Background: an optimization exercise with open tools, aiming at small area. Do not read the settings as production practice. Function was checked by simulation only, so behaviour that the tests miss may differ from the original.

// rms_current_meter
module rms_current_meter #(
    parameter int ADC_WIDTH = rcm_pkg::ADC_WIDTH_DEFAULT
) (
    input  logic                             clk,
    input  logic                             rst_n,
    input  logic [rcm_pkg::IN_DATA_W-1:0]    s_axis_tdata,
    input  logic                             s_axis_tvalid,
    output logic                             s_axis_tready,
    output logic [rcm_pkg::RESULT_W-1:0]     m_axis_tdata,
    output logic                             m_axis_tvalid,
    input  logic                             m_axis_tready,
    input  logic                             cfg_we,
    input  logic [rcm_pkg::CFG_ADDR_W-1:0]   cfg_addr,
    input  logic [rcm_pkg::CFG_DATA_W-1:0]   cfg_data
);
    localparam logic [3:0] S_IDLE = 4'd0;
    localparam logic [3:0] S_UPDP = 4'd1;
    localparam logic [3:0] S_UPDM = 4'd2;
    localparam logic [3:0] S_MUL  = 4'd3;
    localparam logic [3:0] S_WACC = 4'd4;
    localparam logic [3:0] S_ACC  = 4'd5;
    localparam logic [3:0] S_DIV  = 4'd6;
    localparam logic [3:0] S_SQRT = 4'd7;
    localparam logic [3:0] S_CMUL = 4'd8;
  ...
export LEC_CHECK = 0
export ABC_AREA = 1
export CAP_MARGIN = 20
export CORE_MARGIN = 2
export CORE_UTILIZATION = 60
export CTS_BUF_LIST = sky130_fd_sc_hd__clkbuf_4
export SLEW_MARGIN = 20
create_clock -name core_clock -period 11.0 [get_ports {clk}]
run.sh (not shown) runs the stock make flow with config.mk's settings and CLKGATE_MAP_FILE= SYNTH_SCRIPT=/design/flow/synth_recipe.tcl, a recipe that flattens the netlist after the stock synthesis.
The starting point finished with timing, DRC and antenna clean.
==> next run, changes <==
ABC_AREA = default   (was 1)
CORE_UTILIZATION = 40   (was 60)
CTS_BUF_LIST = default   (was sky130_fd_sc_hd__clkbuf_4)
Outcome:
- design area came out higher by a few percent
- global-route usage fell by 13 points
- clock-buffer cell count went down by 53

* * *

rms_current_meter, a different RTL version from the one above (not shown whole).
For scale: roughly 1100 cells after synthesis, about 230 flip-flops, ~80 I/O pins.
Settings: LEC_CHECK=0, ABC_AREA=1, CAP_MARGIN=20, CORE_MARGIN=2, CORE_UTILIZATION=60, CTS_BUF_LIST=sky130_fd_sc_hd__clkbuf_4, SLEW_MARGIN=20; clock period 11.0 ns.
==> next run, changes <==
==> flow/flow/run.sh (new file) <==
#!/bin/bash
# The standard layout (bash standard.sh: the standard flow's synthesis script and the ORFS flow) with
# three changes passed to ORFS through its environment:
#  - synthesis maps logic with flow/abc_area.script (a deeper area-oriented ABC script);
#    ORFS's scripts are copied to scripts_area/ and only abc_area.script is replaced, so
#    every other step, and the flip-flop mapping, are the standard ones;
#  - ports are buffered with the smallest buffer, sky130_fd_sc_hd__buf_1;
#  - clock tree synthesis uses clkbuf_4 in clusters of at most 8 sinks, no dummy loads.
# Everything make prints goes to standard_make.log; ORFS keeps each step's log in orfs/logs.
set -euo pipefail
rm -rf scripts_area
cp -r "$FLOW_HOME/scripts" scripts_area
cp flow/abc_area.script scripts_area/abc_area.script
export SCRIPTS_DIR="$PWD/scripts_area"
export BUFFER_PORTS_ARGS="-buffer_cell sky130_fd_sc_hd__buf_1"
export CTS_ARGS="-sink_clustering_enable -sink_clustering_size 8 -sink_clustering_max_diameter 60 -repair_clock_nets -dont_use_dummy_load -buf_list sky130_fd_sc_hd__clkbuf_4"
bash standard.sh > standard_make.log 2>&1
==> flow/flow/abc_area.script (new file) <==
strash
&get -n
&deepsyn -T 90
&dch -f
&nf -R 1000
&put
topo
==> flow/standard.sh (new file) <==
#!/bin/bash
# synth_recipe.tcl (not shown) runs the flow's synth.tcl, then flattens the netlist and writes it again
# the make line also repeats each setting of config.mk as NAME=value (left out here)
make -C /OpenROAD-flow-scripts/flow DESIGN_CONFIG=/design/flow/config.mk WORK_HOME=/design/flow/orfs CLKGATE_MAP_FILE= SYNTH_SCRIPT=/design/flow/synth_recipe.tcl "${@:-finish}"
--- a/flow/config.mk
+++ b/flow/config.mk
@@ -12 +11,0 @@
-export CTS_BUF_LIST = sky130_fd_sc_hd__clkbuf_4
removed: flow/run.sh
The new run passed the timing, design-rule and antenna checks.
Area after synthesis fell by 9.7%.
Worst setup slack loses 1.2 ns.
Fmax goes down by 15%.
Utilization falls by 5.0 points.
Count of clock-buffer cells in the layout goes down by 38.
Worst hold slack barely changes.
Wire length came out lower by 6.4%.
Via count fell by 15%.
Register-to-register slack loses 1.5 ns.
Cell area decreases by 15%.
==> next run, changes <==
==> flow/flow/run.sh (replaced) <==
#!/bin/bash
# The standard layout (bash standard.sh: the standard flow's synthesis and ORFS flow, unchanged steps)
# with two settings passed to ORFS through its environment:
#  - ports are buffered with the smallest buffer, sky130_fd_sc_hd__buf_1;
#  - clock tree synthesis clusters sinks more widely, uses clkbuf_4 and adds no dummy loads.
# Everything make prints goes to standard_make.log; ORFS keeps each step's log in orfs/logs.
set -euo pipefail
export BUFFER_PORTS_ARGS="-buffer_cell sky130_fd_sc_hd__buf_1"
export CTS_ARGS="-sink_clustering_enable -sink_clustering_size 8 -sink_clustering_max_diameter 60 -repair_clock_nets -dont_use_dummy_load -buf_list sky130_fd_sc_hd__clkbuf_4"
bash standard.sh > standard_make.log 2>&1
removed: flow/flow/abc_area.script
Result:
- cell count increases by 30%
- non-clock buffer count decreases by 4
- final area increases by 9.2%
- via count increases by 16%

[re-timing with driven ports]
In the flow no input, the clock included, has a driving cell. The finished layouts below were timed again as built, in two steps.
Step 1, drivers: a clkbuf_16 drives clk and a buf_2 each remaining input, both assumed.
Step 2, shift: input delay + t, output delay - t, t = (earliest + latest rising clock arrival at the registers) / 2. This alone moves slack from input paths to output paths.
Three values: ideal, step 1, step 2; two values: the first two.
run	t, ns	setup slack, ns	worst hold slack (ns)	worst slew at a driven data input, ns
the first run of note 1	0.736	2.696 / 2.696 / 2.497	0.314 / 0.314 / 0.314	0.05
the second run of note 1	0.585	1.412 / 1.412 / 1.412	0.322 / 0.322 / 0.322	0.04
the first run of note 2	0.709	4.236 / 4.250 / 3.542	0.324 / 0.324 / 0.324	0.04
the second run of note 2	0.621	3.034 / 3.034 / 2.588	0.325 / 0.325 / 0.325	0.04
the third run of note 2	0.629	4.573 / 4.593 / 3.963	0.309 / 0.309 / 0.309	0.04
After both steps every run listed still meets setup and hold. The setup slack of the first run of note 2, which loses most, moves by +0.014 ns with the drivers and by -0.694 ns with both steps.
